What follows belongs to an exercise in optimizing a design on an open flow for small area; a production flow would make more cautious choices. At most, simulation tests tie the RTL to the original design; equivalence was not proved. Function not checked in run 7: the RTL went through the layout flow alone. Power is estimated from default activity; no workload was simulated.

`flow/flow/run.sh`:
```
#!/bin/bash
# the standard layout, with plain buf_1 cells as the port buffers, synthesis
# buffers removed at floorplan, and non-critical cells downsized after global
# routing (sizing not bound to the same cell footprint)
set -euo pipefail
export BUFFER_PORTS_ARGS="-buffer_cell sky130_fd_sc_hd__buf_1"
export REMOVE_ABC_BUFFERS=1
export RECOVER_POWER=100
bash standard.sh MATCH_CELL_FOOTPRINT=0 finish > standard_flow.log 2>&1
```
`flow/standard.sh`:
```
#!/bin/bash
# synth_recipe.tcl (not shown) runs the flow's synth.tcl, then flattens the netlist and writes it again
# the make line also repeats each setting of config.mk as NAME=value (left out here)
make -C /OpenROAD-flow-scripts/flow DESIGN_CONFIG=/design/flow/config.mk WORK_HOME=/design/flow/orfs CLKGATE_MAP_FILE= SYNTH_SCRIPT=/design/flow/synth_recipe.tcl "${@:-finish}"
```
`flow/config.mk`:
```
export PLATFORM = sky130hd
export DESIGN_NAME = arp_udp_frame_generator
export DESIGN_NICKNAME = arp_udp_frame_generator
export VERILOG_FILES = /design/flow/design.v
export SDC_FILE = /design/flow/constraint.sdc
export NUM_CORES = 4
export LEC_CHECK = 0
export CAP_MARGIN = 20
export CORE_MARGIN = 2
export CORE_UTILIZATION = 40
export CTS_CLUSTER_DIAMETER = 100
export CTS_CLUSTER_SIZE = 28
export SLEW_MARGIN = 20
export SYNTH_HIERARCHICAL = 1
export SYNTH_MINIMUM_KEEP_SIZE = 0
```
`flow/constraint.sdc`:
```
create_clock -name core_clock -period 5.0 [get_ports {clock}]
set_input_delay 1.0000 -clock core_clock [delete_from_list [all_inputs] [get_ports {clock}]]
set_output_delay 1.0000 -clock core_clock [all_outputs]
set_load 0.01 [all_outputs]
```
`flow/design.v`:
```
`timescale 1ns / 1ps
module aufg_aoi22x8 (
   input  logic [7:0] a, b,
   input  logic       sa, sb,
   output logic [7:0] y
);
   assign y = ~((a & {8{sa}}) | (b & {8{sb}}));
endmodule
module aufg_nand4x8 (
   input  logic [7:0] a, b, c, d,
   output logic [7:0] y
);
   assign y = ~(a & b & c & d);
endmodule
module aufg_nand2x8 (
   input  logic [7:0] a, b,
   output logic [7:0] y
);
   assign y = ~(a & b);
endmodule
module aufg_or4x8 (
   input  logic [7:0] a, b, c, d,
   output logic [7:0] y
);
   assign y = a | b | c | d;
endmodule
module aufg_split8 (
   input  logic [7:0] a, b,
   input  logic       s,
   output logic [7:0] y0, y1
);
   assign y0 = (a | b) & {8{!s}};
   assign y1 = (a | b) & {8{s}};
endmodule
module aufg_image (
   input  logic        busy,
   input  logic        udp,
   input  logic [5:0]  cnt,
   input  logic        req_udp,
   input  logic [7:0]  dmac0,
   input  logic [39:0] s_dmac,
   input  logic [47:0] s_smac,
   input  logic [31:0] s_sip,
   input  logic [31:0] s_tip,
   input  logic [15:0] s_sport,
   input  logic [15:0] s_dport,
   input  logic [15:0] s_ident,
   input  logic [7:0]  s_ttl,
   input  logic [7:0]  csum_hi_n,
   output logic [7:0]  nb,
   output logic [7:0]  cs_in
);
   logic [63:0] at, u, a, c;
   logic        first_udp;
   logic        csph;
   logic [27:0] sel;
   logic [7:0]  k;
   assign at        = 64'd1 << cnt;
   assign u         = (busy &&  udp) ? at : 64'd0;
   assign a         = (busy && !udp) ? at : 64'd0;
   assign c         = busy ? at : 64'd0;
   assign first_udp = !busy && req_udp;
   assign csph      = busy && cnt >= 6'd5 && cnt <= 6'd16;
   assign sel[0] = first_udp;    
   assign sel[1] = u[0];    
   assign sel[2] = u[1];    
   assign sel[3] = u[2];    
   assign sel[4] = u[3];    
   assign sel[5] = u[4];    
   assign sel[6] = u[5] | a[5] | a[21];    
   assign sel[7] = u[6] | a[6] | a[22];    
   assign sel[8] = u[7] | a[7] | a[23];    
   assign sel[9] = u[8] | a[8] | a[24];    
   assign sel[10] = u[9] | a[9] | a[25];    
   assign sel[11] = u[10] | a[10] | a[26];    
   assign sel[12] = u[33];    
   assign sel[13] = u[34];    
   assign sel[14] = u[35];    
   assign sel[15] = u[36];    
   assign sel[16] = u[17] | c[5];    
   assign sel[17] = u[18] | c[6];    
   assign sel[18] = u[21] | c[7];    
   assign sel[19] = u[23] | u[24];    
   assign sel[20] = u[25] | a[27] | c[9];    
   assign sel[21] = u[26] | a[28] | c[10];    
   assign sel[22] = u[27] | a[29] | c[11];    
   assign sel[23] = u[28] | a[30] | c[12];    
   assign sel[24] = u[29] | a[37] | c[13];    
   assign sel[25] = u[30] | a[38] | c[14];    
   assign sel[26] = u[31] | a[39] | c[15];    
   assign sel[27] = u[32] | a[40] | c[16];    
   assign k[0] = u[13] | u[16] | u[22] | u[38] | u[42] | u[45] | u[48] | u[50] | u[51] | u[53] | u[54] | a[0] | a[1] | a[2] | a[3] | a[4] | a[14] | a[20] | (!busy && !req_udp);
   assign k[1] = u[16] | u[38] | u[45] | u[47] | u[50] | u[51] | u[52] | u[53] | a[0] | a[1] | a[2] | a[3] | a[4] | a[12] | a[17] | (!busy && !req_udp);
   assign k[2] = u[13] | u[38] | u[42] | u[43] | u[44] | u[45] | u[47] | u[48] | u[49] | u[50] | u[51] | a[0] | a[1] | a[2] | a[3] | a[4] | a[12] | a[17] | a[18] | (!busy && !req_udp);
   assign k[3] = u[11] | u[16] | u[41] | u[43] | u[44] | u[45] | u[47] | u[51] | u[53] | a[0] | a[1] | a[2] | a[3] | a[4] | a[11] | a[15] | (!busy && !req_udp);
   assign k[4] = u[22] | u[38] | u[49] | u[50] | u[52] | a[0] | a[1] | a[2] | a[3] | a[4] | (!busy && !req_udp);
   assign k[5] = u[16] | u[42] | u[43] | u[44] | u[45] | u[46] | u[48] | u[49] | u[50] | u[51] | u[52] | u[53] | u[54] | a[0] | a[1] | a[2] | a[3] | a[4] | (!busy && !req_udp);
   assign k[6] = u[13] | u[19] | u[41] | u[42] | u[43] | u[44] | u[45] | u[47] | u[48] | u[49] | u[50] | u[51] | u[52] | u[53] | a[0] | a[1] | a[2] | a[3] | a[4] | (!busy && !req_udp);
   assign k[7] = a[0] | a[1] | a[2] | a[3] | a[4] | (!busy && !req_udp);
   logic [111:0] t;
   aufg_aoi22x8 u_aoi0 (.a(dmac0), .b(s_dmac[39:32]), .sa(sel[0]), .sb(sel[1]), .y(t[0 +: 8]));
   aufg_aoi22x8 u_aoi1 (.a(s_dmac[31:24]), .b(s_dmac[23:16]), .sa(sel[2]), .sb(sel[3]), .y(t[8 +: 8]));
   aufg_aoi22x8 u_aoi2 (.a(s_dmac[15:8]), .b(s_dmac[7:0]), .sa(sel[4]), .sb(sel[5]), .y(t[16 +: 8]));
   aufg_aoi22x8 u_aoi3 (.a(s_smac[47:40]), .b(s_smac[39:32]), .sa(sel[6]), .sb(sel[7]), .y(t[24 +: 8]));
   aufg_aoi22x8 u_aoi4 (.a(s_smac[31:24]), .b(s_smac[23:16]), .sa(sel[8]), .sb(sel[9]), .y(t[32 +: 8]));
   aufg_aoi22x8 u_aoi5 (.a(s_smac[15:8]), .b(s_smac[7:0]), .sa(sel[10]), .sb(sel[11]), .y(t[40 +: 8]));
   aufg_aoi22x8 u_aoi6 (.a(s_sport[15:8]), .b(s_sport[7:0]), .sa(sel[12]), .sb(sel[13]), .y(t[48 +: 8]));
   aufg_aoi22x8 u_aoi7 (.a(s_dport[15:8]), .b(s_dport[7:0]), .sa(sel[14]), .sb(sel[15]), .y(t[56 +: 8]));
   aufg_aoi22x8 u_aoi8 (.a(s_ident[15:8]), .b(s_ident[7:0]), .sa(sel[16]), .sb(sel[17]), .y(t[64 +: 8]));
   aufg_aoi22x8 u_aoi9 (.a(s_ttl), .b(csum_hi_n), .sa(sel[18]), .sb(sel[19]), .y(t[72 +: 8]));
   aufg_aoi22x8 u_aoi10 (.a(s_sip[31:24]), .b(s_sip[23:16]), .sa(sel[20]), .sb(sel[21]), .y(t[80 +: 8]));
   aufg_aoi22x8 u_aoi11 (.a(s_sip[15:8]), .b(s_sip[7:0]), .sa(sel[22]), .sb(sel[23]), .y(t[88 +: 8]));
   aufg_aoi22x8 u_aoi12 (.a(s_tip[31:24]), .b(s_tip[23:16]), .sa(sel[24]), .sb(sel[25]), .y(t[96 +: 8]));
   aufg_aoi22x8 u_aoi13 (.a(s_tip[15:8]), .b(s_tip[7:0]), .sa(sel[26]), .sb(sel[27]), .y(t[104 +: 8]));
   logic [7:0] g0, g1, g2, g3, gm, gc;
   aufg_nand4x8 u_nand0 (.a(t[0 +: 8]), .b(t[8 +: 8]), .c(t[16 +: 8]), .d(t[24 +: 8]), .y(g0));
   aufg_nand4x8 u_nand1 (.a(t[32 +: 8]), .b(t[40 +: 8]), .c(t[48 +: 8]), .d(t[56 +: 8]), .y(g1));
   aufg_nand4x8 u_nand2 (.a(t[64 +: 8]), .b(t[72 +: 8]), .c(t[80 +: 8]), .d(t[88 +: 8]), .y(g2));
   aufg_nand2x8 u_nand3 (.a(t[96 +: 8]), .b(t[104 +: 8]), .y(g3));
   aufg_split8 u_split (.a(g2), .b(g3), .s(csph), .y0(gm), .y1(gc));
   aufg_or4x8 u_or (.a(g0), .b(g1), .c(gm), .d(k), .y(nb));
   assign cs_in = gc;
endmodule
`timescale 1ns / 1ps
module arp_udp_frame_generator (
   input  logic        clock,
   input  logic        reset,
   input  logic        start,
   output logic        busy,
   input  logic [32:0] req_data,    
   output logic        rsp_strobe,
   output logic [8:0]  rsp_data,    
   input  logic        csr_we,
   input  logic [2:0]  csr_index,
   input  logic [47:0] csr_wdata
);
   logic [47:0] c_smac, c_dmac;
   logic [31:0] c_sip;
   logic [15:0] c_sport, c_dport, c_ident;
   logic [7:0]  c_ttl;
   logic [6:0] c_en;
   always_comb begin
      for (int k = 0; k < 7; k++) begin
         c_en[k] = reset || (csr_we && csr_index == 3'(k));
      end
   end
   always_ff @(posedge clock) begin
      if (c_en[0]) c_smac  <= reset ? 48'h0          : csr_wdata;
      if (c_en[1]) c_sip   <= reset ? 32'h7F00_0001  : csr_wdata[31:0];
      if (c_en[2]) c_dmac  <= reset ? 48'h0          : csr_wdata;
      if (c_en[3]) c_sport <= reset ? 16'd43966      : csr_wdata[15:0];
      if (c_en[4]) c_dport <= reset ? 16'd8080       : csr_wdata[15:0];
      if (c_en[5]) c_ident <= reset ? 16'h8397       : csr_wdata[15:0];
      if (c_en[6]) c_ttl   <= reset ? 8'h40          : csr_wdata[7:0];
   end
   logic       active;
   logic       udp;
   logic [5:0] cnt;
   logic [5:0] cnt_inc;
   logic       last_r;
   logic [7:0] ob;
   assign cnt_inc    = cnt + 6'd1;
   assign busy       = active && !last_r;
   assign rsp_strobe = active;
   assign rsp_data   = {ob, last_r};
   always_ff @(posedge clock) begin
      if (reset) active <= 1'b0;
      else       active <= start || busy;
   end
   always_ff @(posedge clock) begin
      cnt    <= busy ? cnt_inc : 6'd0;
      last_r <= busy && (udp ? (cnt_inc == 6'd56) : (cnt_inc == 6'd41));
   end
   logic [47:0] s_smac;
   logic [39:0] s_dmac;
   logic [31:0] s_sip, s_tip;
   logic [15:0] s_sport, s_dport, s_ident;
   logic [7:0]  s_ttl;
   logic [15:0] acc;
   logic        acc_c;
   logic        acc_init;
   logic        acc_run;
   logic [7:0]  cs_in;
   logic [8:0]  cs_sum;
   assign acc      = s_dmac[15:0];
   assign acc_c    = s_dmac[16];
   assign acc_init = (cnt == 6'd4);
   assign acc_run  = (cnt >= 6'd4);
   assign cs_sum = {1'b0, acc[15:8]} + {1'b0, cs_in} + {8'h00, acc_c};
   always_ff @(posedge clock) begin
      if (!busy) begin
         udp     <= req_data[32];
         s_tip   <= req_data[31:0];
         s_smac  <= c_smac;
         s_dmac  <= c_dmac[39:0];
         s_sip   <= c_sip;
         s_sport <= c_sport;
         s_dport <= c_dport;
         s_ident <= c_ident;
         s_ttl   <= c_ttl;
      end else if (acc_run) begin
         if (acc_init) s_dmac[16:0] <= 17'h0853C;    
         else          s_dmac[16:0] <= {cs_sum[8], acc[7:0], cs_sum[7:0]};
      end
   end
   logic [7:0] nb;
   aufg_image u_image (
      .busy    (busy),
      .udp     (udp),
      .cnt     (cnt),
      .req_udp (req_data[32]),
      .dmac0   (c_dmac[47:40]),
      .s_dmac  (s_dmac),
      .s_smac  (s_smac),
      .s_sip   (s_sip),
      .s_tip   (s_tip),
      .s_sport (s_sport),
      .s_dport (s_dport),
      .s_ident (s_ident),
      .s_ttl   (s_ttl),
      .csum_hi_n (~acc[15:8]),
      .cs_in   (cs_in),
      .nb      (nb)
   );
   always_ff @(posedge clock) begin
      ob <= nb;
   end
endmodule
```
==> results.yml, run 1 <==
route:
  ant_nets: 0
  routedWlPerCell_um: 23.7
  drc_errors: 0
  drt-total-wl_um: 39400
  viasPerCell: 5.42
  dr.pass1.iters: 5
  drtIter0Drc: 1021
  num_vias: 9008
worst_setup_path:
  arrival_ns: 4.64
  r2r-start: "cnt[2]$_SDFF_PN0_"
  worstReg2RegEnd: "s_dmac[16]$_DFFE_PP_"
  reg2reg_slack_ns: 0.63
  crit_top_cell: "fa_1"
  path_buf_inv: 3
  critPathMaxFanout: 17
  worstSetupEndpointType: "register"
  path_class: "reg2reg"
  cpMaxStageDelayCell: "dfxtp_1"
  startpoint_type: "register"
  worstPathRequired_ns: 5.28
  ff2ff_path_depth: 17
  slowest_delay_ns: 0.69
  crit_family: "simple AND/OR/NAND/NOR gates"
  crit_chain: "clkbuf_1, nand2b_1, mux2i_1, nand3_1, nor2_1, buf_4, a22oi_1, nand4_1, o21a_1, inv_1, fa_1, fa_1, nor2b_1, o31a_1, or3b_1, a31oi_1, o31ai_1"
yosys:
  yosysTopAreaCell: "edfxtp_1"
  synth_top_area_share_pct: 70.3
  ys_types: 66
  yosysSeqAreaShare_pct: 72.2
  synth_edf_count: 393
  syn_area_mm2: 0.0168
  async_reset_ff_share_pct: 0
  syn_area_per_cell_um2: 16.4
  synthCells: 1024
  synth_area_leaders: "edfxtp_1 (70%), a22oi_2 (8.3%), nor2b_1 (3.2%), buf_6 (2.1%), dfxtp_1 (1.9%)"
  ys_warn_count: 7
  synth_ff_type: "edfxtp_1"
  synth_seq_cells: 409
cells_and_area:
  fin_nets: 1209
  final_cell_area_mm2: 0.0181
  final_util_pct: 43.5
  mostFrequentLayoutCells: "edfxtp_1 (393), a22oi_2 (104), buf_1 (96)"
  stdcell_count: 1661
  area_growth_pct: 7.83
  drive_above_1_share_pct: 15.8
  antenna_cells: 0
  mostFrequentLayoutCell: "edfxtp_1"
clock_tree:
  cts_resized: 0
  cts_setup_buffers: 0
  cts_buffers: 19
  clk_pin_slew_worst_paths_ns: 0.11
  insertion_delay_ns: 0.55
  cts.htree.levels: 1
  clock-sinks: 409
  clockBufferDepth: 3
  cts_tree: "done"
  root_buffer: "clkbuf_16"
  cts_hold_buf: 0
global_routing:
  grt_max_degree: 156
  first_global_vias: 8993
  overflow: 0
  grtUsageTotal_pct: 17.9
  antenna_found_initial: 0
  grt_pass1_wl_um: 58100
sta:
  rsz0062_at_grt: "false"
  finalSetupViolations: 0
  fin_ws_ns: 0.632
  skew_ns: 0.0397
  slew_headroom_pct: -20.2
  fin_crit_ns: 4.37
  final_hold_viol_count: 0
  tightest_slew_ns: 1.80
  drv_slew: 166
  fmax_mhz: 229
  period_share_pct: 87.4
job:
  maxCapViolCount: 4
floorplan:
  num_io_pins: 99
  die_area_mm2: 0.0436
  coreArea_mm2: 0.0417
  start_util_pct: 40.3
  die_h_um: 209
  rows: 75
  fp.dieW_um: 209
power_and_ir_drop:
  power_leakage_nw: 5.84
  vdd_drop_max_uv: 197
  p_total_mw: 6.44
  powerDensity_mw_per_mm2: 356
place:
  place_area_mm2: 0.0176
  hpwl_um: 26900
  dp.cells: 1628
  gp_congestion: 0.907
  pre_cts_ws_ns: 0.892
  port_buffers: 98
hold_path:
  min_path_type: "reg2reg"
  hold_end: "s_ttl[4]$_DFFE_PN_"
  min_path_cells: 0
  holdCritStartpoint: "c_ttl[4]$_SDFFCE_PP0P_"
run_status:
  status: "failed layout checks"
  layout.failed_checks: "max-capacitance violations, max-slew violations"
[power by group]
| group | total (mW) | switching, mW | internal [mW] |
|---|---|---|---|
| clock network | 1.81 | 1.06 | 0.744 |
| registers | 4.26 | 0.127 | 4.13 |
| logic | 0.375 | 0.266 | 0.109 |
| total | 6.44 | 1.46 | 4.99 |
[sequential cells by signal, indices dropped and copies added, names as in the netlist, 32 cells and up]
| name | cells |
|---|---|
| s_smac | 48 |
| s_tip | 32 |
| s_sip | 32 |
| c_sip | 32 |
| c_smac | 48 |
| c_dmac | 48 |
| s_dmac | 40 |
[worst reg2reg max path, cell delays in order (launching register included)]
cell      delay, ns
dfxtp_1        0.69
clkbuf_1       0.63
nand2b_1       0.25
mux2i_1        0.13
nand3_1        0.13
nor2_1         0.06
buf_4          0.18
a22oi_1        0.25
nand4_1        0.17
o21a_1         0.19
inv_1          0.06
fa_1           0.20
fa_1           0.21
nor2b_1        0.06
o31a_1         0.27
or3b_1         0.36
a31oi_1        0.20
o31ai_1        0.08
[per-stage QoR]
stage,hold slack [ns],setup TNS (ns)
3_5_place_dp,0.405,0
6_report,0.420,0
2_1_floorplan,0.400,-350.40
3_3_place_gp,0.401,0
4_1_cts,0.422,0
5_1_grt,0.430,0
[Yosys stat by module (local to each module, per instance)]
| module | flip-flops and latches | area (µm²) | copies in the design | cells |
|---|---|---|---|---|
| aufg_nand4x8 | 0 | 50.0 | 3 | 8 |
| aufg_split8 | 0 | 164 | 1 | 17 |
| aufg_aoi22x8 | 0 | 123 | 14 | 10 |
| aufg_or4x8 | 0 | 60.1 | 1 | 8 |
| aufg_image | 0 | 1060 | 1 | 166 |
| aufg_nand2x8 | 0 | 30.0 | 1 | 8 |
| arp_udp_frame_generator | 409 | 13600 | 1 | 661 |
[layout make-up]
cell class,count,area [µm²]
inverter,16,60.1
fill,3810,23600
multi-input combinational,535,4080
timing repair buffer,129,594
tap,539,674
sequential,409,12100
clock buffer,30,517
clock inverter,3,55.1
[routing by layer]
| metal | track usage, % | part of all wire (%) | up-vias |
|---|---|---|---|
| met5 | 0 | 0 | - |
| met4 | 3.60 | 2.2 | 0 |
| met3 | 2.30 | 5.0 | 38 |
| met2 | 30.1 | 48 | 252 |
| met1 | 25.2 | 45 | 4618 |
| li1 | - | - | 4100 |
[Yosys cell counts (6+ instances only)]
cell,n
edfxtp_1,393
a22oi_2,112
nor2b_1,87
nor2_1,47
nand2_1,46
buf_6,31
nand4_1,26
or2_1,22
dfxtp_1,16
a21oi_1,15
clkbuf_1,15
inv_1,14
nand3_1,12
buf_2,11
or4_1,11
nor3_1,10
o21a_1,10
ha_1,9
nand2b_1,9
o21ai_1,9
a31oi_1,7
o31ai_1,7
o21ai_0,6
o21ba_1,6
xor2_1,6
[worst max-delay path by stage]
stage                      start                    to  slack (ns)  depth (start not counted)
2_1_floorplan     last_r$_DFF_P_  s_dmac[16]$_DFFE_PP_       -5.05                         16
3_3_place_gp   cnt[5]$_SDFF_PN0_   s_dmac[6]$_DFFE_PP_        0.98                         15
3_5_place_dp   cnt[3]$_SDFF_PN0_   s_dmac[6]$_DFFE_PP_        0.89                         15
4_1_cts        cnt[4]$_SDFF_PN0_   s_dmac[6]$_DFFE_PP_        0.92                         15
5_1_grt        cnt[2]$_SDFF_PN0_  s_dmac[16]$_DFFE_PP_        0.32                         17
6_report       cnt[2]$_SDFF_PN0_  s_dmac[16]$_DFFE_PP_        0.63                         17
[logic make-up (layout without fill, tap and decap cells)]
kind of cell	Yosys count	in the layout	synth area share [%]
compound gates	205	205	12.5
xor+xnor	11	11	0.574
fa+ha+maj	11	11	0.909
buf+inv	80	178	3.38
flops	409	409	72.2
mux	3	3	0.179
simple gates	305	305	10.2
==> inputs of run 2 (changes only) <==
==> flow/flow/run.sh (replaced) <==
#!/bin/bash
# the standard layout, with plain buf_1 cells as the port buffers, synthesis
# buffers removed at floorplan, and abc mapping for light loads (the layout's
# repair steps size the drivers that need it)
set -euo pipefail
export BUFFER_PORTS_ARGS="-buffer_cell sky130_fd_sc_hd__buf_1"
export REMOVE_ABC_BUFFERS=1
bash standard.sh ABC_LOAD_IN_FF=1 ABC_DRIVER_CELL=sky130_fd_sc_hd__buf_8 finish > standard_flow.log 2>&1
==> run 2 against run 1 <==
Now clean on timing, DRC and antenna. Sequential share of layout area rose by 1.9 points. Utilization rose by 1.1 points. Power fell by 0.71%. Largest cell class unchanged.
==> results.yml, run 2 <==
sta:
  fmax_mhz: 236
  period_share_pct: 84.9
  skew_ns: 0.0207
  setup-tns-final_ns: 0
  finalSetupViolations: 0
  final_hold_viol_count: 0
  fin_crit_ns: 4.24
  drv_slew: 0
  rsz0062_at_grt: "false"
  slew_headroom_pct: 12.5
  tightest_slew_ns: 1.31
  fin_ws_ns: 0.757
yosys:
  synth_most_common_cell: "edfxtp_1"
  async_reset_ff_share_pct: 0
  synth_top_area_share_pct: 74.2
  ys_warn_count: 7
  yosysSeqAreaShare_pct: 76.3
  synth_area_leaders: "edfxtp_1 (74%), a22oi_1 (5.3%), nor2b_1 (3.4%), dfxtp_1 (2.0%), nor2_1 (1.1%)"
  synthCells: 994
  yosysTopAreaCell: "edfxtp_1"
  ys_types: 62
  synth_edf_count: 393
  synth_ff_type: "edfxtp_1"
  syn_area_per_cell_um2: 16.0
  synth_seq_cells: 409
  syn_area_mm2: 0.0159
  yosys-top-cells-count: "edfxtp_1 (393), a22oi_1 (112), nor2b_1 (86), nor2_1 (47), nand2_1 (46)"
clock_tree:
  cts_hold_buf: 0
  clockBufferDepth: 3
  insertion_delay_ns: 0.55
  root_buffer: "clkbuf_16"
  cts_tree: "done"
  cts_resized: 0
  cts.htree.levels: 1
  clk_pin_slew_worst_paths_ns: 0.11
  cts_setup_buffers: 0
  cts_buffers: 19
  clock-sinks: 409
place:
  pre_cts_ws_ns: 0.799
  dp.cells: 1612
  hpwl_um: 27000
  place_area_mm2: 0.0170
  gp_congestion: 0.909
  port_buffers: 98
power_and_ir_drop:
  p_sw_mw: 1.41
  vdd_drop_max_uv: 228
  pwr-share-comb_pct: 5.7
  clkPwrFrac_pct: 27.9
  powerDensity_mw_per_mm2: 364
  p_sw_share_pct: 22.1
  power_leakage_nw: 5.83
  p_seq_share_pct: 66.4
  internal_power_mw: 4.98
worst_setup_path:
  worstReg2RegEnd: "s_dmac[6]$_DFFE_PP_"
  cp-endpoint: "s_dmac[6]$_DFFE_PP_"
  critPathMaxFanout: 31
  path_class: "reg2reg"
  startpoint_type: "register"
  worstSetupEndpointType: "register"
  worstPathRequired_ns: 5.37
  r2r-start: "last_r$_DFF_P_"
  cp-startpoint: "last_r$_DFF_P_"
  reg2reg_slack_ns: 0.76
  ff2ff_path_depth: 16
  arrival_ns: 4.61
route:
  routedWlPerCell_um: 24.0
  ant_nets: 0
  drc_errors: 0
  drtIter0Drc: 806
  num_vias: 8972
  drt-total-wl_um: 39600
  viasPerCell: 5.45
  dr.pass1.iters: 5
floorplan:
  num_io_pins: 99
  die_h_um: 203
  coreArea_mm2: 0.0395
  die_area_mm2: 0.0414
  rows: 73
  start_util_pct: 40.3
  fp.dieW_um: 203
cells_and_area:
  largestRegisters: "c_dmac (48), c_smac (48), s_smac (48)"
  stdcell_count: 1647
  area_growth_pct: 10.7
  drive_above_1_share_pct: 8.73
  fin_nets: 1208
  antenna_cells: 0
  final_cell_area_mm2: 0.0176
  mostFrequentLayoutCell: "edfxtp_1"
  mostFrequentLayoutCells: "edfxtp_1 (393), a22oi_1 (112), buf_1 (97)"
hold_path:
  min_path_type: "reg2reg"
  holdCritStartpoint: "c_dmac[28]$_DFFE_PP_"
global_routing:
  antenna_found_initial: 0
  grtUsageTotal_pct: 19.1
  grt_max_degree: 194
  grt_pass1_wl_um: 57600
  first_global_vias: 8995
  overflow: 0
run_status:
  status: "complete, no violations"
job:
  maxCapViolCount: 0
==> run 2: cell types whose count changed after synthesis, sizes merged <==
| cell | delta |
|---|---|
| nand2b | +1 |
| or2b | -1 |
| buf | -29 |
| clkbuf | -1 |
==> run 2: critical path: stages, from the launching register on <==
cell	delay [ns]
dfxtp_1	0.32
nand2b_4	0.32
inv_2	0.12
buf_4	0.35
o21ai_0	0.23
nor2_1	0.49
a22oi_1	0.18
nand2_1	0.18
o21a_1	0.15
inv_1	0.04
fa_1	0.40
fa_1	0.45
nor2b_4	0.14
o31a_1	0.20
o22ai_1	0.12
xor2_1	0.15
o31ai_1	0.19
==> run 2: how the worst min path moves through the flow <==
stage / end / cells after the start
after detailed placement: s_dmac[18]$_DFFE_PN_ / 0
after global placement: s_dmac[29]$_DFFE_PN_ / 0
after floorplan: s_dmac[17]$_DFFE_PN_ / 0
final: s_dmac[28]$_DFFE_PN_ / 0
after CTS: s_smac[13]$_DFFE_PN_ / 0
after global routing: s_dmac[37]$_DFFE_PN_ / 0
==> run 2: layout make-up <==
class,instances,area [µm²]
clock buffer,30,517
clock inverter,4,58.8
multi-input combinational,535,3560
fill,3556,21900
inverter,16,60.1
tap,525,657
sequential,409,12100
timing repair buffer,128,622
==> run 2: per-module statistics from Yosys, one instance, submodules excluded <==
module	cell area [µm²]	flip-flops and latches
aufg_nand2x8	30.0	0
arp_udp_frame_generator	13600	409
aufg_image	1050	0
aufg_or4x8	60.1	0
aufg_split8	155	0
aufg_aoi22x8	60.1	0
aufg_nand4x8	50.0	0
==> run 2: metal layers <==
layer  routed length, µm  GRT usage [%]  part of all wire (%)
met5                   0              0                     0
met4                1550           7.22                   3.9
met3                2190           2.72                   5.5
met2               18500           30.9                    47
met1               17300           26.2                    44
==> run 2: cell families after synthesis <==
logic type      Yosys count  synth area share [%]
simple gates            305                  10.8
flops                   409                  76.3
xor+xnor                 11                 0.606
fa+ha+maj                11                 0.960
compound gates          205                  9.67
buf+inv                  50                  1.54
mux                       3                 0.189
==> run 2: power by group through the flow <==
stage	clock, mW	sequential, mW	combinational, mW
6_report	1.79	4.25	0.365
4_1_cts	1.83	4.25	0.368
5_1_grt	1.94	4.28	0.402
2_1_floorplan	0	4.30	0.191
3_3_place_gp	0	4.32	0.365
3_5_place_dp	0	4.33	0.366
==> run 2: through the flow <==
stage,power [mW],util [%],hold slack (ns)
after global placement,4.69,43.1,0.401
after floorplan,4.49,-,0.400
after global routing,6.62,44.6,0.429
after detailed placement,4.69,43.1,0.405
after CTS,6.45,44.5,0.428
final,6.40,44.6,0.421
==> inputs of run 3 (changes only) <==
--- a/flow/design.v
+++ b/flow/design.v
@@ -1,2 +1,9 @@
 `timescale 1ns / 1ps
+module aufg_aoi222x8 (
+   input  logic [7:0] a, b, c,
+   input  logic       sa, sb, sc,
+   output logic [7:0] y
+);
+   assign y = ~((a & {8{sa}}) | (b & {8{sb}}) | (c & {8{sc}}));
+endmodule
 module aufg_aoi22x8 (
@@ -25,2 +32,16 @@
    assign y = a | b | c | d;
+endmodule
+module aufg_or4g8 (
+   input  logic [7:0] a, b, c, d,
+   input  logic       s,
+   output logic [7:0] y
+);
+   assign y = a | b | d | (c & {8{!s}});
+endmodule
+module aufg_and2x8 (
+   input  logic [7:0] a,
+   input  logic       s,
+   output logic [7:0] y
+);
+   assign y = a & {8{s}};
 endmodule
@@ -33,2 +54,9 @@
    assign y1 = (a | b) & {8{s}};
+endmodule
+module aufg_dec3 (
+   input  logic [2:0] x,
+   input  logic       en,
+   output logic [7:0] y
+);
+   assign y = en ? (8'd1 << x) : 8'd0;
 endmodule
@@ -52,3 +80,3 @@
 );
-   logic [63:0] at, u, a, c;
+   logic [63:0] u, a, c;
    logic        first_udp;
@@ -57,6 +85,12 @@
    logic [7:0]  k;
-   assign at        = 64'd1 << cnt;
-   assign u         = (busy &&  udp) ? at : 64'd0;
-   assign a         = (busy && !udp) ? at : 64'd0;
-   assign c         = busy ? at : 64'd0;
+   logic [7:0] lo, hu, ha, hc;
+   aufg_dec3 u_dec_lo (.x(cnt[2:0]), .en(1'b1), .y(lo));
+   aufg_dec3 u_dec_hu (.x(cnt[5:3]), .en(busy &&  udp), .y(hu));
+   aufg_dec3 u_dec_ha (.x(cnt[5:3]), .en(busy && !udp), .y(ha));
+   aufg_dec3 u_dec_hc (.x(cnt[5:3]), .en(busy), .y(hc));
+   for (genvar i = 0; i < 64; i++) begin : g_at
+      assign u[i] = hu[i/8] & lo[i%8];
+      assign a[i] = ha[i/8] & lo[i%8];
+      assign c[i] = hc[i/8] & lo[i%8];
+   end
    assign first_udp = !busy && req_udp;
@@ -99,24 +133,19 @@
    assign k[7] = a[0] | a[1] | a[2] | a[3] | a[4] | (!busy && !req_udp);
-   logic [111:0] t;
-   aufg_aoi22x8 u_aoi0 (.a(dmac0), .b(s_dmac[39:32]), .sa(sel[0]), .sb(sel[1]), .y(t[0 +: 8]));
-   aufg_aoi22x8 u_aoi1 (.a(s_dmac[31:24]), .b(s_dmac[23:16]), .sa(sel[2]), .sb(sel[3]), .y(t[8 +: 8]));
-   aufg_aoi22x8 u_aoi2 (.a(s_dmac[15:8]), .b(s_dmac[7:0]), .sa(sel[4]), .sb(sel[5]), .y(t[16 +: 8]));
-   aufg_aoi22x8 u_aoi3 (.a(s_smac[47:40]), .b(s_smac[39:32]), .sa(sel[6]), .sb(sel[7]), .y(t[24 +: 8]));
-   aufg_aoi22x8 u_aoi4 (.a(s_smac[31:24]), .b(s_smac[23:16]), .sa(sel[8]), .sb(sel[9]), .y(t[32 +: 8]));
-   aufg_aoi22x8 u_aoi5 (.a(s_smac[15:8]), .b(s_smac[7:0]), .sa(sel[10]), .sb(sel[11]), .y(t[40 +: 8]));
-   aufg_aoi22x8 u_aoi6 (.a(s_sport[15:8]), .b(s_sport[7:0]), .sa(sel[12]), .sb(sel[13]), .y(t[48 +: 8]));
-   aufg_aoi22x8 u_aoi7 (.a(s_dport[15:8]), .b(s_dport[7:0]), .sa(sel[14]), .sb(sel[15]), .y(t[56 +: 8]));
-   aufg_aoi22x8 u_aoi8 (.a(s_ident[15:8]), .b(s_ident[7:0]), .sa(sel[16]), .sb(sel[17]), .y(t[64 +: 8]));
-   aufg_aoi22x8 u_aoi9 (.a(s_ttl), .b(csum_hi_n), .sa(sel[18]), .sb(sel[19]), .y(t[72 +: 8]));
-   aufg_aoi22x8 u_aoi10 (.a(s_sip[31:24]), .b(s_sip[23:16]), .sa(sel[20]), .sb(sel[21]), .y(t[80 +: 8]));
-   aufg_aoi22x8 u_aoi11 (.a(s_sip[15:8]), .b(s_sip[7:0]), .sa(sel[22]), .sb(sel[23]), .y(t[88 +: 8]));
-   aufg_aoi22x8 u_aoi12 (.a(s_tip[31:24]), .b(s_tip[23:16]), .sa(sel[24]), .sb(sel[25]), .y(t[96 +: 8]));
-   aufg_aoi22x8 u_aoi13 (.a(s_tip[15:8]), .b(s_tip[7:0]), .sa(sel[26]), .sb(sel[27]), .y(t[104 +: 8]));
-   logic [7:0] g0, g1, g2, g3, gm, gc;
+   logic [79:0] t;
+   aufg_aoi222x8 u_aoi0 (.a(dmac0), .b(s_dmac[39:32]), .c(s_dmac[31:24]), .sa(sel[0]), .sb(sel[1]), .sc(sel[2]), .y(t[0 +: 8]));
+   aufg_aoi222x8 u_aoi1 (.a(s_dmac[23:16]), .b(s_dmac[15:8]), .c(s_dmac[7:0]), .sa(sel[3]), .sb(sel[4]), .sc(sel[5]), .y(t[8 +: 8]));
+   aufg_aoi222x8 u_aoi2 (.a(s_smac[47:40]), .b(s_smac[39:32]), .c(s_smac[31:24]), .sa(sel[6]), .sb(sel[7]), .sc(sel[8]), .y(t[16 +: 8]));
+   aufg_aoi222x8 u_aoi3 (.a(s_smac[23:16]), .b(s_smac[15:8]), .c(s_smac[7:0]), .sa(sel[9]), .sb(sel[10]), .sc(sel[11]), .y(t[24 +: 8]));
+   aufg_aoi222x8 u_aoi4 (.a(s_sport[15:8]), .b(s_sport[7:0]), .c(s_dport[15:8]), .sa(sel[12]), .sb(sel[13]), .sc(sel[14]), .y(t[32 +: 8]));
+   assign t[40 +: 8] = ~(s_dport[7:0] & {8{sel[15]}});
+   aufg_aoi222x8 u_aoi6 (.a(s_ident[15:8]), .b(s_ident[7:0]), .c(s_ttl), .sa(sel[16]), .sb(sel[17]), .sc(sel[18]), .y(t[48 +: 8]));
+   aufg_aoi222x8 u_aoi7 (.a(csum_hi_n), .b(s_sip[31:24]), .c(s_sip[23:16]), .sa(sel[19]), .sb(sel[20]), .sc(sel[21]), .y(t[56 +: 8]));
+   aufg_aoi222x8 u_aoi8 (.a(s_sip[15:8]), .b(s_sip[7:0]), .c(s_tip[31:24]), .sa(sel[22]), .sb(sel[23]), .sc(sel[24]), .y(t[64 +: 8]));
+   aufg_aoi222x8 u_aoi9 (.a(s_tip[23:16]), .b(s_tip[15:8]), .c(s_tip[7:0]), .sa(sel[25]), .sb(sel[26]), .sc(sel[27]), .y(t[72 +: 8]));
+   logic [7:0] g0, g1, g2, gm, gc;
    aufg_nand4x8 u_nand0 (.a(t[0 +: 8]), .b(t[8 +: 8]), .c(t[16 +: 8]), .d(t[24 +: 8]), .y(g0));
-   aufg_nand4x8 u_nand1 (.a(t[32 +: 8]), .b(t[40 +: 8]), .c(t[48 +: 8]), .d(t[56 +: 8]), .y(g1));
-   aufg_nand4x8 u_nand2 (.a(t[64 +: 8]), .b(t[72 +: 8]), .c(t[80 +: 8]), .d(t[88 +: 8]), .y(g2));
-   aufg_nand2x8 u_nand3 (.a(t[96 +: 8]), .b(t[104 +: 8]), .y(g3));
-   aufg_split8 u_split (.a(g2), .b(g3), .s(csph), .y0(gm), .y1(gc));
-   aufg_or4x8 u_or (.a(g0), .b(g1), .c(gm), .d(k), .y(nb));
+   aufg_nand2x8 u_nand1 (.a(t[32 +: 8]), .b(t[40 +: 8]), .y(g1));
+   aufg_nand4x8 u_nand2 (.a(t[48 +: 8]), .b(t[56 +: 8]), .c(t[64 +: 8]), .d(t[72 +: 8]), .y(g2));
+   aufg_or4g8 u_or (.a(g0), .b(g1), .c(g2), .d(k), .s(csph), .y(nb));
+   aufg_and2x8 u_cs (.a(g2), .s(csph), .y(gc));
    assign cs_in = gc;
--- a/flow/config.mk
+++ b/flow/config.mk
@@ -9,5 +9,7 @@
 export CORE_MARGIN = 2
-export CORE_UTILIZATION = 40
-export CTS_CLUSTER_DIAMETER = 100
-export CTS_CLUSTER_SIZE = 28
+export CORE_UTILIZATION = 50
+export CTS_BUF_LIST = sky130_fd_sc_hd__clkbuf_8
+export CTS_CLUSTER_DIAMETER = 80
+export CTS_CLUSTER_SIZE = 16
+export GPL_TIMING_DRIVEN = 0
 export SLEW_MARGIN = 20
==> run 3 against run 2 <==
Still clean. Non-clock buffer count is 15 lower. Sequential share of layout area is 1.5 points higher. First-iteration DRC count is 25% higher. Sequential power hardly changed. Register-to-register slack worse by 0.57 ns. Cell area is 2.1% lower. Sequential cell count stayed put.
==> results.yml, run 3 <==
sta:
  drv_slew: 0
  setup-tns-final_ns: 0
  tightest_slew_ns: 0.918
  final_hold_viol_count: 0
  skew_ns: 0.0302
  slew_headroom_pct: 38.7
  fin_ws_ns: 0.187
  fin_crit_ns: 4.81
  rsz0062_at_grt: "false"
  period_share_pct: 96.3
  fmax_mhz: 208
  finalSetupViolations: 0
cells_and_area:
  area_growth_pct: 10.9
  mostFrequentLayoutCells: "edfxtp_1 (393), buf_1 (97), nor2b_1 (85)"
  fin_nets: 1143
  final_util_pct: 56.3
  antenna_cells: 0
  drive_above_1_share_pct: 10.6
  largestRegisters: "c_dmac (48), c_smac (48), s_smac (48)"
  final_cell_area_mm2: 0.0172
  mostFrequentLayoutCell: "edfxtp_1"
route:
  num_vias: 8574
  drtIter0Drc: 1009
  drt-total-wl_um: 34300
  ant_nets: 0
  viasPerCell: 5.88
  drc_errors: 0
  wl_met1_um: 14400
  topRoutingLayerUsed: "met4"
  dr.pass1.iters: 6
  met2WireLength_um: 16900
  routedWlPerCell_um: 23.5
  wl_met3_um: 2270
power_and_ir_drop:
  vdd_drop_max_uv: 224
  powerDensity_mw_per_mm2: 359
  power_leakage_nw: 5.81
  p_total_mw: 6.18
global_routing:
  antenna_found_initial: 0
  grt_max_degree: 60
  overflow: 0
  grt_pass1_wl_um: 50600
  grtUsageTotal_pct: 20.7
  first_global_vias: 8548
place:
  pre_cts_ws_ns: -0.538
  place_area_mm2: 0.0167
  hpwl_um: 23400
  gp_congestion: 0.860
  port_buffers: 98
clock_tree:
  cts_buffers: 30
  clockBufferDepth: 3
  cts_hold_buf: 0
  cts_tree: "done"
  clock-sinks: 409
  clk_pin_slew_worst_paths_ns: 0.10
  root_buffer: "clkbuf_8"
  cts.htree.levels: 1
  insertion_delay_ns: 0.62
floorplan:
  die_h_um: 180
  coreArea_mm2: 0.0306
  num_io_pins: 99
  die_area_mm2: 0.0325
  start_util_pct: 50.8
  fp.dieW_um: 180
  rows: 64
worst_setup_path:
  worstReg2RegEnd: "s_dmac[16]$_DFFE_PP_"
  worstPathRequired_ns: 5.35
  startpoint_type: "register"
  arrival_ns: 5.16
  ff2ff_path_depth: 17
  cp-startpoint: "last_r$_DFF_P_"
  worstSetupEndpointType: "register"
  cp-endpoint: "s_dmac[16]$_DFFE_PP_"
  r2r-start: "last_r$_DFF_P_"
  path_class: "reg2reg"
  reg2reg_slack_ns: 0.19
  critPathMaxFanout: 29
job:
  maxCapViolCount: 0
yosys:
  syn_area_mm2: 0.0155
  syn_area_per_cell_um2: 17.0
  synthCells: 912
  ys_warn_count: 7
hold_path:
  min_path_type: "reg2reg"
  holdCritStartpoint: "c_dmac[31]$_DFFE_PP_"
run_status:
  status: "complete, no violations"
run 3: stage by stage:
step / instances / hold WS, ns
6_report: 1457 / 0.413
5_1_grt: 1457 / 0.431
4_1_cts: 1457 / 0.420
3_5_place_dp: 1405 / 0.405
3_3_place_gp: 1392 / 0.400
2_1_floorplan: 898 / 0.400
run 3: final cells by class:
class / instances / area (µm²)
well taps: 396 / 495
repair buffers: 113 / 639
clock inverters: 19 / 98.8
flip-flops and latches: 409 / 12100
clock buffers: 30 / 413
fillers: 2480 / 13400
multi-input cells: 468 / 3380
inverters: 22 / 85.1
run 3: worst min path at each step:
stage / to / slack (ns) / depth (start not counted)
5_1_grt: s_dmac[31]$_DFFE_PN_ / 0.43 / 0
3_5_place_dp: s_dmac[19]$_DFFE_PN_ / 0.40 / 0
3_3_place_gp: s_smac[40]$_DFFE_PN_ / 0.40 / 0
4_1_cts: s_dmac[31]$_DFFE_PN_ / 0.42 / 0
2_1_floorplan: s_dmac[17]$_DFFE_PN_ / 0.40 / 0
6_report: s_dmac[31]$_DFFE_PN_ / 0.41 / 0
run 3: worst max-delay path: stages (launching register included):
cell and delay [ns]:
dfxtp_1 0.40, nand2b_4 0.17, inv_4 0.12, and2_1 0.26, and4b_1 0.21, or2_2 0.37
a22o_1 0.34, a222oi_1 0.58, nand4_1 0.21, and2_0 0.26, inv_1 0.08, fa_1 0.23
fa_1 0.28, nor2b_4 0.06, o31a_1 0.27, or3b_1 0.37, a31oi_2 0.25, o31ai_1 0.09
run 3: layer usage:
| metal | track usage, % | vias to the layer above |
|---|---|---|
| met5 | 0 | - |
| met4 | 4.68 | 0 |
| met3 | 3.01 | 49 |
| met2 | 35.1 | 301 |
| met1 | 28.7 | 4307 |
| li1 | - | 3917 |
run 3: what timing repair did:
action                                  CTS  global route
gates cloned                              1             0
buffers inserted                          2             0
endpoints found under the hold margin     0             0
endpoints found under the setup margin    5             3
resized for setup                         3             7
pin swaps                                 3             3
run 3: where the power goes:
group	switching [mW]	internal, mW
clock network	1.02	0.569
logic	0.241	0.124
registers	0.102	4.12
total	1.36	4.82
==> inputs of run 4 (changes only) <==
--- a/flow/config.mk
+++ b/flow/config.mk
@@ -7,5 +7,5 @@
 export LEC_CHECK = 0
-export CAP_MARGIN = 20
+export CAP_MARGIN = 5
 export CORE_MARGIN = 2
-export CORE_UTILIZATION = 50
+export CORE_UTILIZATION = 40
 export CTS_BUF_LIST = sky130_fd_sc_hd__clkbuf_8
@@ -13,4 +13,3 @@
 export CTS_CLUSTER_SIZE = 16
-export GPL_TIMING_DRIVEN = 0
-export SLEW_MARGIN = 20
+export SLEW_MARGIN = 5
 export SYNTH_HIERARCHICAL = 1
==> run 4 against run 3 <==
Cell count rose by 8.2%. Register-to-register slack improved by 0.15 ns. Largest power group unchanged. Critical endpoint is now s_dmac[6]$_DFFE_PP_. Utilization fell by 12 points. Setup slack improved by 0.15 ns. Highest routed layer unchanged. Sequential share of layout area rose by 0.28 points. Die area rose by 24%. Fmax rose by 3.2%. Still clean. Global-route usage fell by 2.7 points.
==> results.yml, run 4 <==
worst_setup_path:
  cpMaxStageDelayCell: "nor4bb_1"
  worstPathRequired_ns: 5.45
  crit_top_cell: "fa_1"
  worstReg2RegEnd: "s_dmac[6]$_DFFE_PP_"
  startpoint_type: "register"
  r2r-start: "cnt[4]$_SDFF_PN0_"
  path_class: "reg2reg"
  slowest_delay_ns: 1.14
  ff2ff_path_depth: 13
  worstSetupEndpointType: "register"
  crit_family: "simple AND/OR/NAND/NOR gates"
  crit_chain: "nor4bb_1, a22o_1, a222oi_1, nand4_1, and2_0, inv_1, fa_1, fa_1, nor2b_4, o31a_1, o22ai_1, xor2_1, o31ai_1"
  critPathMaxFanout: 21
  reg2reg_slack_ns: 0.34
  arrival_ns: 5.12
  path_buf_inv: 1
hold_path:
  hold_end: "s_smac[15]$_DFFE_PN_"
  min_path_type: "reg2reg"
  min_path_cells: 0
  holdCritStartpoint: "c_smac[15]$_DFFE_PP_"
route:
  viasPerCell: 5.48
  drc_errors: 0
  met2WireLength_um: 18100
  wl_met3_um: 2810
  dr.pass1.iters: 9
  num_vias: 8645
  routedWlPerCell_um: 23.3
  wl_met1_um: 14700
  ant_nets: 0
  topRoutingLayerUsed: "met4"
  drtIter0Drc: 1071
  drt-total-wl_um: 36800
clock_tree:
  cts_buffers: 31
  clock-sinks: 409
  root_buffer: "clkbuf_8"
  clk_pin_slew_worst_paths_ns: 0.11
  clockBufferDepth: 3
  cts_hold_buf: 0
  cts.htree.levels: 1
  cts_tree: "done"
  cts_setup_buffers: 0
  insertion_delay_ns: 0.64
  cts_resized: 0
floorplan:
  rows: 72
  die_area_mm2: 0.0404
  coreArea_mm2: 0.0385
  fp.dieW_um: 201
  num_io_pins: 99
  die_h_um: 201
  start_util_pct: 40.4
sta:
  rsz0062_at_grt: "false"
  final_hold_viol_count: 0
  tightest_slew_ns: 1.27
  period_share_pct: 93.3
  drv_slew: 0
  finalSetupViolations: 0
  skew_ns: 0.0380
  slew_headroom_pct: 13.9
  fin_ws_ns: 0.337
  fmax_mhz: 214
  fin_crit_ns: 4.66
  hold_ws_ns: 0.406
place:
  place_area_mm2: 0.0166
  port_buffers: 98
  hpwl_um: 25500
  gp_congestion: 0.904
  pre_cts_ws_ns: 0.477
cells_and_area:
  largestRegisters: "c_dmac (48), c_smac (48), s_smac (48)"
  mostFrequentLayoutCells: "edfxtp_1 (393), buf_1 (97), nor2b_1 (88)"
  antenna_cells: 0
  area_growth_pct: 10.5
  mostFrequentLayoutCell: "edfxtp_1"
  final_cell_area_mm2: 0.0172
  fin_nets: 1145
  drive_above_1_share_pct: 9.54
global_routing:
  first_global_vias: 8624
  grt_max_degree: 161
  grtUsageTotal_pct: 18.0
  overflow: 0
  grt_pass1_wl_um: 54000
  antenna_found_initial: 0
yosys:
  syn_area_mm2: 0.0155
  ys_warn_count: 7
  synthCells: 912
  syn_area_per_cell_um2: 17.0
power_and_ir_drop:
  power_leakage_nw: 5.73
  vdd_drop_max_uv: 204
  powerDensity_mw_per_mm2: 365
  p_total_mw: 6.26
run_status:
  status: "complete, no violations"
job:
  maxCapViolCount: 0
run 4: metrics by stage:
stage / instances / TNS [ns] / util (%)
floorplan: 898 / -354.93 / -
global placement: 1531 / 0 / 43.3
detailed placement: 1531 / 0 / 43.3
CTS: 1577 / 0 / 44.6
global route: 1577 / 0 / 44.6
finish: 1577 / 0 / 44.6
run 4: area by class of cell:
class                           count  area (µm²)
Inverter                           22        82.6
Sequential cell                   409       12100
Clock inverter                     15        95.1
Clock buffer                       31         427
Timing Repair Buffer              115         512
Multi-Input combinational cell    467        3280
Fill cell                        3423       21300
Tap cell                          518         648
run 4: power breakdown:
group          switching (mW)  internal, mW  total, mW  leakage [nW]
sequential              0.123          4.13       4.25          4.04
clock                    1.07         0.590       1.66         0.301
combinational           0.243         0.105      0.348          1.39
total                    1.43          4.82       6.26          5.73
run 4: how the worst max path moves through the flow:
stage,from,end,slack [ns],depth (start not counted)
final,cnt[4]$_SDFF_PN0_,s_dmac[6]$_DFFE_PP_,0.34,13
after global routing,cnt[4]$_SDFF_PN0_,s_dmac[6]$_DFFE_PP_,0.05,13
after CTS,cnt[4]$_SDFF_PN0_,s_dmac[6]$_DFFE_PP_,0.44,13
after detailed placement,cnt[4]$_SDFF_PN0_,s_dmac[6]$_DFFE_PP_,0.48,13
after global placement,cnt[4]$_SDFF_PN0_,s_dmac[6]$_DFFE_PP_,0.71,13
after floorplan,last_r$_DFF_P_,s_dmac[16]$_DFFE_PP_,-5.66,18
run 4: metal layers:
metal,vias to the layer above,GRT usage [%]
li1,3917,-
met1,4291,23.6
met2,379,30.6
met3,58,3.13
met4,0,6.06
met5,-,0
==> inputs of run 5 (changes only) <==
--- a/flow/config.mk
+++ b/flow/config.mk
@@ -7,3 +7,3 @@
 export LEC_CHECK = 0
-export CAP_MARGIN = 5
+export CAP_MARGIN = 20
 export CORE_MARGIN = 2
@@ -13,3 +13,3 @@
 export CTS_CLUSTER_SIZE = 16
-export SLEW_MARGIN = 5
+export SLEW_MARGIN = 20
 export SYNTH_HIERARCHICAL = 1
==> run 5 against run 4 <==
Highest routed layer unchanged. First-iteration DRC count shrank 0.75%. Sequential cell count is the same. Non-clock buffer count is the same. Clock power is essentially flat. Cell count is the same. Count of clock-buffer cells in the layout is the same. Via count grew 0.25%. Fmax grew 4.0%. Sequential share of layout area is essentially flat. Cell area is essentially flat.
==> results.yml, run 5 <==
floorplan:
  die_area_mm2: 0.0404
  num_io_pins: 99
  die_h_um: 201
  rows: 72
  coreArea_mm2: 0.0385
  fp.dieW_um: 201
  start_util_pct: 40.4
sta:
  drv_slew: 0
  final_hold_viol_count: 0
  tightest_slew_ns: 0.988
  fmax_mhz: 223
  fin_crit_ns: 4.48
  slew_headroom_pct: 34.0
  finalSetupViolations: 0
  skew_ns: 0.0369
  rsz0062_at_grt: "false"
  period_share_pct: 89.7
cells_and_area:
  stdcell_count: 1577
  fillers: 3423
  area_growth_pct: 10.5
  antenna_cells: 0
  final_cell_area_mm2: 0.0172
  drive_above_1_share_pct: 9.63
  largestRegisters: "c_dmac (48), c_smac (48), s_smac (48)"
  mostFrequentLayoutCells: "edfxtp_1 (393), buf_1 (97), nor2b_1 (88)"
  multi_input_area_mm2: 0.00328
  mostFrequentLayoutCell: "edfxtp_1"
  fin_nets: 1145
  regArea_mm2: 0.0121
power_and_ir_drop:
  power_leakage_nw: 5.74
  p_sw_share_pct: 22.9
  vdd_drop_max_uv: 205
  pwr-share-comb_pct: 5.6
  p_seq_share_pct: 68.0
  clkPwrFrac_pct: 26.5
  p_sw_mw: 1.43
  powerDensity_mw_per_mm2: 364
  internal_power_mw: 4.82
yosys:
  syn_area_per_cell_um2: 17.0
  syn_area_mm2: 0.0155
  ys_warn_count: 7
  synthCells: 912
clock_tree:
  insertion_delay_ns: 0.64
  clock-sinks: 409
  cts_resized: 0
  cts_tree: "done"
  root_buffer: "clkbuf_8"
  clockBufferDepth: 3
  clk_pin_slew_worst_paths_ns: 0.11
  cts.htree.levels: 1
  cts_hold_buf: 0
  cts_setup_buffers: 0
  cts_buffers: 31
hold_path:
  min_path_type: "reg2reg"
worst_setup_path:
  critPathMaxFanout: 28
  startpoint_type: "register"
  worstPathRequired_ns: 5.45
  worstSetupEndpointType: "register"
  path_class: "reg2reg"
  arrival_ns: 4.94
  reg2reg_slack_ns: 0.52
global_routing:
  grtUsageTotal_pct: 18.0
  grt_max_degree: 161
  antenna_found_initial: 0
  grt_pass1_wl_um: 54000
  first_global_vias: 8624
  overflow: 0
route:
  ant_nets: 0
  routedWlPerCell_um: 23.4
  drc_errors: 0
  dr.pass1.iters: 9
  num_vias: 8667
  drt-total-wl_um: 37000
  viasPerCell: 5.50
  drtIter0Drc: 1063
place:
  place_area_mm2: 0.0166
  dp.cells: 1531
  hpwl_um: 25500
  port_buffers: 98
  gp_congestion: 0.904
job:
  maxCapViolCount: 0
run_status:
  status: "complete, no violations"
-- run 5: final cells by class --
type	count	share of cell area [%]
tap	518	3.78
clock inverter	15	0.554
multi-input combinational	467	19.1
inverter	22	0.481
sequential	409	70.6
clock buffer	31	2.49
timing repair buffer	115	2.98
-- run 5: final timing paths --
check                                             to  cells past startpoint            startpoint
worst max register to register   s_dmac[6]$_DFFE_PP_                     18        last_r$_DFF_P_
worst min register to register  s_smac[15]$_DFFE_PN_                      0  c_smac[15]$_DFFE_PP_
worst min-delay path            s_smac[15]$_DFFE_PN_                      0  c_smac[15]$_DFFE_PP_
worst max-delay path             s_dmac[6]$_DFFE_PP_                     18        last_r$_DFF_P_
-- run 5: metrics by stage --
| step | hold WS (ns) | setup TNS, ns | setup WS [ns] | total power, mW | util [%] |
|---|---|---|---|---|---|
| 2_1_floorplan | 0.400 | -354.93 | -5.66 | 4.48 | - |
| 3_3_place_gp | 0.400 | 0 | 0.711 | 4.68 | 43.3 |
| 3_5_place_dp | 0.405 | 0 | 0.477 | 4.69 | 43.3 |
| 4_1_cts | 0.402 | 0 | 0.442 | 6.32 | 44.6 |
| 5_1_grt | 0.398 | 0 | 0.195 | 6.49 | 44.6 |
| 6_report | 0.405 | 0 | 0.516 | 6.26 | 44.6 |
-- run 5: worst max-delay path, stage by stage (launching register included) --
cell and delay [ns]:
dfxtp_1 0.32, nand2b_4 0.15, inv_2 0.06, buf_4 0.30, nor2b_1 0.34, nor4bb_1 0.27
nor2_1 0.13, nor2b_1 0.58, a222oi_1 0.15, nand4_1 0.15, and2_0 0.15, inv_1 0.06
fa_1 0.40, fa_1 0.45, nor2b_4 0.13, o31a_1 0.18, o22ai_1 0.11, xor2_1 0.15
o31ai_1 0.21
-- run 5: power by group through the flow --
| stage | Combinational [mW] | Clock, mW | Sequential (mW) |
|---|---|---|---|
| floorplan | 0.192 | 0 | 4.29 |
| detailed placement | 0.354 | 0 | 4.33 |
| global route | 0.383 | 1.83 | 4.28 |
| global placement | 0.351 | 0 | 4.33 |
| CTS | 0.355 | 1.71 | 4.26 |
| finish | 0.349 | 1.66 | 4.25 |
-- run 5: routing by layer --
layer  up-vias  GRT usage, %  routed length [µm]
met3        51          3.13                2770
met4         0          6.06                1080
met2       385          30.6               18200
met1      4317          23.6               14900
li1       3914             -                   -
met5         -             0                   0
==> inputs of run 6 (changes only) <==
--- a/flow/config.mk
+++ b/flow/config.mk
@@ -10,5 +10,5 @@
 export CORE_UTILIZATION = 40
-export CTS_BUF_LIST = sky130_fd_sc_hd__clkbuf_8
-export CTS_CLUSTER_DIAMETER = 80
-export CTS_CLUSTER_SIZE = 16
+export CTS_BUF_LIST = sky130_fd_sc_hd__clkbuf_4 sky130_fd_sc_hd__clkbuf_8
+export CTS_CLUSTER_DIAMETER = 60
+export CTS_CLUSTER_SIZE = 12
 export SLEW_MARGIN = 20
==> run 6 against run 5 <==
Still clean. Synthesized cell count unchanged. Clock power is about 20% higher. Clock skew decreased by 0.020 ns. Combinational power about the same. Cell area rose by 1.3%. Setup slack worse by 0.017 ns. Count of clock-buffer cells in the layout grew 24. Utilization up 0.59 points. Area after synthesis unchanged. Critical endpoint unchanged. Largest power group unchanged.
==> results.yml, run 6 <==
floorplan:
  start_util_pct: 40.4
  fp.dieW_um: 201
  die_area_mm2: 0.0404
  num_io_pins: 99
  die_h_um: 201
  rows: 72
  coreArea_mm2: 0.0385
worst_setup_path:
  startpoint_type: "register"
  worstSetupEndpointType: "register"
  path_class: "reg2reg"
  worstPathRequired_ns: 5.40
  critPathMaxFanout: 28
  arrival_ns: 4.90
sta:
  final_hold_viol_count: 0
  drv_slew: 0
  fmax_mhz: 222
  fin_crit_ns: 4.50
  tightest_slew_ns: 0.973
  period_share_pct: 90.0
  slew_headroom_pct: 35.0
  skew_ns: 0.0166
  hold_ws_ns: 0.414
  fin_ws_ns: 0.498
  finalSetupViolations: 0
  rsz0062_at_grt: "false"
route:
  drtIter0Drc: 1146
  drc_errors: 0
  num_vias: 8792
  dr.pass1.iters: 8
  ant_nets: 0
  viasPerCell: 5.51
  drt-total-wl_um: 37100
  routedWlPerCell_um: 23.3
power_and_ir_drop:
  power_leakage_nw: 5.82
  p_total_mw: 6.60
  vdd_drop_max_uv: 173
  powerDensity_mw_per_mm2: 379
place:
  pre_cts_ws_ns: 0.477
  port_buffers: 98
  place_area_mm2: 0.0166
  gp_congestion: 0.904
  hpwl_um: 25500
cells_and_area:
  final_cell_area_mm2: 0.0174
  mostFrequentLayoutCells: "edfxtp_1 (393), buf_1 (97), nor2b_1 (88)"
  antenna_cells: 0
  area_growth_pct: 12.0
  drive_above_1_share_pct: 11.9
  largestRegisters: "c_dmac (48), c_smac (48), s_smac (48)"
  fillers: 3391
  mostFrequentLayoutCell: "edfxtp_1"
  fin_nets: 1156
clock_tree:
  insertion_delay_ns: 0.58
  cts_tree: "done"
  cts_hold_buf: 0
  cts_setup_buffers: 0
  clockBufferDepth: 3
  cts_resized: 0
  root_buffer: "clkbuf_8"
  clock-sinks: 409
  cts.htree.levels: 2
  cts_buffers: 42
  clk_pin_slew_worst_paths_ns: 0.08
yosys:
  syn_area_mm2: 0.0155
  syn_area_per_cell_um2: 17.0
  synthCells: 912
  ys_warn_count: 7
run_status:
  status: "complete, no violations"
global_routing:
  grt_max_degree: 161
  antenna_found_initial: 0
  grtUsageTotal_pct: 18.2
  overflow: 0
  grt_pass1_wl_um: 54200
  first_global_vias: 8695
hold_path:
  min_path_type: "reg2reg"
job:
  maxCapViolCount: 0
run 6: changes by cell type in the layout (fill, tap and decap cells not counted):
cell	previous run	this run
inv_6	0	1
clkbuf_4	1	14
inv_8	3	2
clkinv_8	1	0
clkbuf_8	31	42
clkinvlp_4	1	2
clkinv_1	0	2
inv_1	30	20
clkinv_4	0	2
run 6: layer usage:
layer,wire length [µm],vias up,global-route usage (%),share of wire (%)
met5,0,-,0,0
met2,18300,355,30.8,49
met1,15100,4428,23.6,41
met3,2660,56,3.86,7.2
li1,-,3953,-,-
met4,1060,0,5.61,2.9
run 6: metrics by stage:
| stage | cells | util, % | setup TNS [ns] |
|---|---|---|---|
| CTS | 1595 | 45.2 | 0 |
| global route | 1595 | 45.2 | 0 |
| detailed placement | 1531 | 43.3 | 0 |
| finish | 1595 | 45.2 | 0 |
| global placement | 1531 | 43.3 | 0 |
| floorplan | 898 | - | -354.93 |
run 6: power by group:
group | leakage [nW] | total (mW) | internal [mW] | switching [mW]
combinational | 1.39 | 0.349 | 0.106 | 0.243
clock | 0.390 | 2.00 | 0.890 | 1.11
sequential | 4.04 | 4.25 | 4.13 | 0.124
total | 5.82 | 6.60 | 5.13 | 1.47
run 6: layout make-up:
class	instances	area (µm²)	share of cell area (%)
Clock buffer	55	676	3.88
Timing Repair Buffer	115	512	2.94
Multi-Input combinational cell	467	3280	18.9
Tap cell	518	648	3.73
Sequential cell	409	12100	69.7
Inverter	22	82.6	0.475
Clock inverter	9	71.3	0.410
run 6: final timing paths:
check / to / slack (ns) / start / cells after the start
max reg2reg: s_dmac[6]$_DFFE_PP_ / 0.50 / last_r$_DFF_P_ / 18
min: s_smac[31]$_DFFE_PN_ / 0.41 / c_smac[31]$_DFFE_PP_ / 0
max: s_dmac[6]$_DFFE_PP_ / 0.50 / last_r$_DFF_P_ / 18
min reg2reg: s_smac[31]$_DFFE_PN_ / 0.41 / c_smac[31]$_DFFE_PP_ / 0
run 6: worst max-delay path, cell delays in order, from the launching register on:
cell and delay, ns:
dfxtp_1 0.31, nand2b_4 0.15, inv_2 0.06, buf_4 0.31
nor2b_1 0.34, nor4bb_1 0.28, nor2_1 0.13, nor2b_1 0.48
a222oi_1 0.27, nand4_1 0.17, and2_0 0.15, inv_1 0.06
fa_1 0.40, fa_1 0.45, nor2b_4 0.13, o31a_1 0.17
o22ai_1 0.11, xor2_1 0.15, o31ai_1 0.21
==> inputs of run 7 (changes only) <==
--- a/flow/design.v
+++ b/flow/design.v
@@ -87,5 +87,5 @@
    aufg_dec3 u_dec_lo (.x(cnt[2:0]), .en(1'b1), .y(lo));
-   aufg_dec3 u_dec_hu (.x(cnt[5:3]), .en(busy &&  udp), .y(hu));
-   aufg_dec3 u_dec_ha (.x(cnt[5:3]), .en(busy && !udp), .y(ha));
-   aufg_dec3 u_dec_hc (.x(cnt[5:3]), .en(busy), .y(hc));
+   aufg_dec3 u_dec_hu (.x(cnt[5:3]), .en(udp), .y(hu));
+   aufg_dec3 u_dec_ha (.x(cnt[5:3]), .en(!udp), .y(ha));
+   aufg_dec3 u_dec_hc (.x(cnt[5:3]), .en(1'b1), .y(hc));
    for (genvar i = 0; i < 64; i++) begin : g_at
@@ -96,3 +96,3 @@
    assign first_udp = !busy && req_udp;
-   assign csph      = busy && cnt >= 6'd5 && cnt <= 6'd16;
+   assign csph      = cnt >= 6'd5 && cnt <= 6'd16;
    assign sel[0] = first_udp;    
@@ -199,3 +199,4 @@
    always_ff @(posedge clock) begin
-      cnt    <= busy ? cnt_inc : 6'd0;
+      if (reset || (!busy && !start)) cnt <= 6'd63;
+      else                            cnt <= busy ? cnt_inc : 6'd0;
       last_r <= busy && (udp ? (cnt_inc == 6'd56) : (cnt_inc == 6'd41));
--- a/flow/config.mk
+++ b/flow/config.mk
@@ -10,5 +10,5 @@
 export CORE_UTILIZATION = 40
-export CTS_BUF_LIST = sky130_fd_sc_hd__clkbuf_4 sky130_fd_sc_hd__clkbuf_8
-export CTS_CLUSTER_DIAMETER = 60
-export CTS_CLUSTER_SIZE = 12
+export CTS_BUF_LIST = sky130_fd_sc_hd__clkbuf_8
+export CTS_CLUSTER_DIAMETER = 80
+export CTS_CLUSTER_SIZE = 16
 export SLEW_MARGIN = 20
==> run 7 against run 6 <==
Still clean. First-iteration DRC count grew 2.0%. Fmax grew 4.1%. Clock power shrank 15%. Synthesized cell count shrank 0.11%. Wire length shrank 2.3%. Sequential power grew 0.9%. Sequential cell count is the same. Highest routed layer unchanged.
==> results.yml, run 7 <==
cells_and_area:
  mostFrequentLayoutCell: "edfxtp_1"
  antenna_cells: 0
  largestRegisters: "c_dmac (48), c_smac (48), s_smac (48)"
  final_cell_area_mm2: 0.0171
  final_util_pct: 44.6
  fin_nets: 1140
  drive_above_1_share_pct: 9.10
  mostFrequentLayoutCells: "edfxtp_1 (393), buf_1 (97), nor2b_1 (87)"
  area_growth_pct: 10.4
place:
  place_area_mm2: 0.0166
  pre_cts_ws_ns: 0.774
  hpwl_um: 25100
  gp_congestion: 0.888
  port_buffers: 98
power_and_ir_drop:
  power_leakage_nw: 5.79
  vdd_drop_max_uv: 151
  powerDensity_mw_per_mm2: 372
  p_total_mw: 6.38
global_routing:
  grtUsageMet3_pct: 2.09
  overflow: 0
  antenna_found_initial: 0
  grtUsageTotal_pct: 17.5
  grt_util_met1_pct: 23.5
  use_met2_pct: 30.1
  grt_max_degree: 86
  first_global_vias: 8334
  grt_pass1_wl_um: 52900
  top_usage_layer: "met2"
yosys:
  ys_warn_count: 7
  synthCells: 911
  syn_area_per_cell_um2: 17.0
  syn_area_mm2: 0.0155
floorplan:
  fp.dieW_um: 201
  coreArea_mm2: 0.0385
  num_io_pins: 99
  die_h_um: 201
  start_util_pct: 40.4
  rows: 72
  die_area_mm2: 0.0404
worst_setup_path:
  critPathMaxFanout: 24
  path_class: "reg2reg"
  worstPathRequired_ns: 5.34
  arrival_ns: 4.66
  startpoint_type: "register"
  worstSetupEndpointType: "register"
sta:
  drv_slew: 0
  final_hold_viol_count: 0
  finalSetupViolations: 0
  setup-tns-final_ns: 0
  period_share_pct: 86.5
  fin_crit_ns: 4.33
  fin_ws_ns: 0.674
  skew_ns: 0.0231
  rsz0062_at_grt: "false"
  slew_headroom_pct: 33.6
  fmax_mhz: 231
  tightest_slew_ns: 0.994
job:
  maxCapViolCount: 0
clock_tree:
  cts_resized: 0
  cts_hold_buf: 0
  cts.htree.levels: 1
  cts_setup_buffers: 0
  root_buffer: "clkbuf_8"
  cts_buffers: 30
  insertion_delay_ns: 0.61
  clock-sinks: 409
  clk_pin_slew_worst_paths_ns: 0.11
  cts_tree: "done"
  clockBufferDepth: 3
run_status:
  status: "complete, no violations"
route:
  ant_nets: 0
  viasPerCell: 5.41
  num_vias: 8512
  drt-total-wl_um: 36200
  dr.pass1.iters: 7
  routedWlPerCell_um: 23.0
  drc_errors: 0
  drtIter0Drc: 1169
hold_path:
  min_path_type: "reg2reg"
[run 7: changes by cell type in the layout (fill, tap and decap cells not counted), moves of 4 or more]
cell and change:
inv_1 +14, clkbuf_8 -11, and3_1 -4, a21oi_1 +4
clkbuf_4 -13
[run 7: worst paths after layout]
path                       startpoint                  end  slack (ns)  cells past startpoint
hold / removal    c_smac[2]$_DFFE_PP_  s_smac[2]$_DFFE_PN_        0.41                      0
hold reg to reg   c_smac[2]$_DFFE_PP_  s_smac[2]$_DFFE_PN_        0.41                      0
setup reg to reg    cnt[3]$_SDFF_PP1_  s_dmac[6]$_DFFE_PP_        0.67                     15
setup / recovery    cnt[3]$_SDFF_PP1_  s_dmac[6]$_DFFE_PP_        0.67                     15
[run 7: metal layers]
layer / up-vias / part of all wire, %
met5: - / 0
met4: 0 / 2.9
met3: 50 / 5.6
met2: 294 / 50
met1: 4261 / 42
li1: 3907 / -
[run 7: area by class of cell]
class	count	area (µm²)
Clock inverter	15	120
Multi-Input combinational cell	464	3260
Tap cell	518	648
Fill cell	3423	21300
Timing Repair Buffer	112	477
Sequential cell	409	12100
Inverter	24	90.1
Clock buffer	31	427
[run 7: power by group]
group	switching [mW]	internal [mW]	total, mW
clock network	1.01	0.677	1.69
registers	0.145	4.14	4.29
logic	0.276	0.127	0.402
[run 7: worst max-delay path, stage by stage (launching register included)]
cell and delay, ns:
dfxtp_1 0.80, nor4bb_1 0.36, or2_2 0.21, nor2_1 0.08, nor2b_1 0.57, a222oi_1 0.16
nand4_1 0.17, and2_0 0.14, inv_1 0.05, fa_1 0.39, fa_1 0.45, nor2b_4 0.14
o31a_1 0.17, o22ai_1 0.12, xor2_1 0.17, o31ai_1 0.08
[run 7: through the flow]
step	hold WS (ns)	cells
after floorplan	0.400	897
after global placement	0.401	1527
after detailed placement	0.405	1527
after CTS	0.419	1573
after global routing	0.425	1573
final	0.415	1573

Setup slack of run 7, layout unchanged: 0.674 ns with ideal ports, 0.674 ns with driving cells assumed (clock clkbuf_16, inputs buf_2), 0.674 ns with port delays also shifted by the 0.639 ns mid clock arrival.
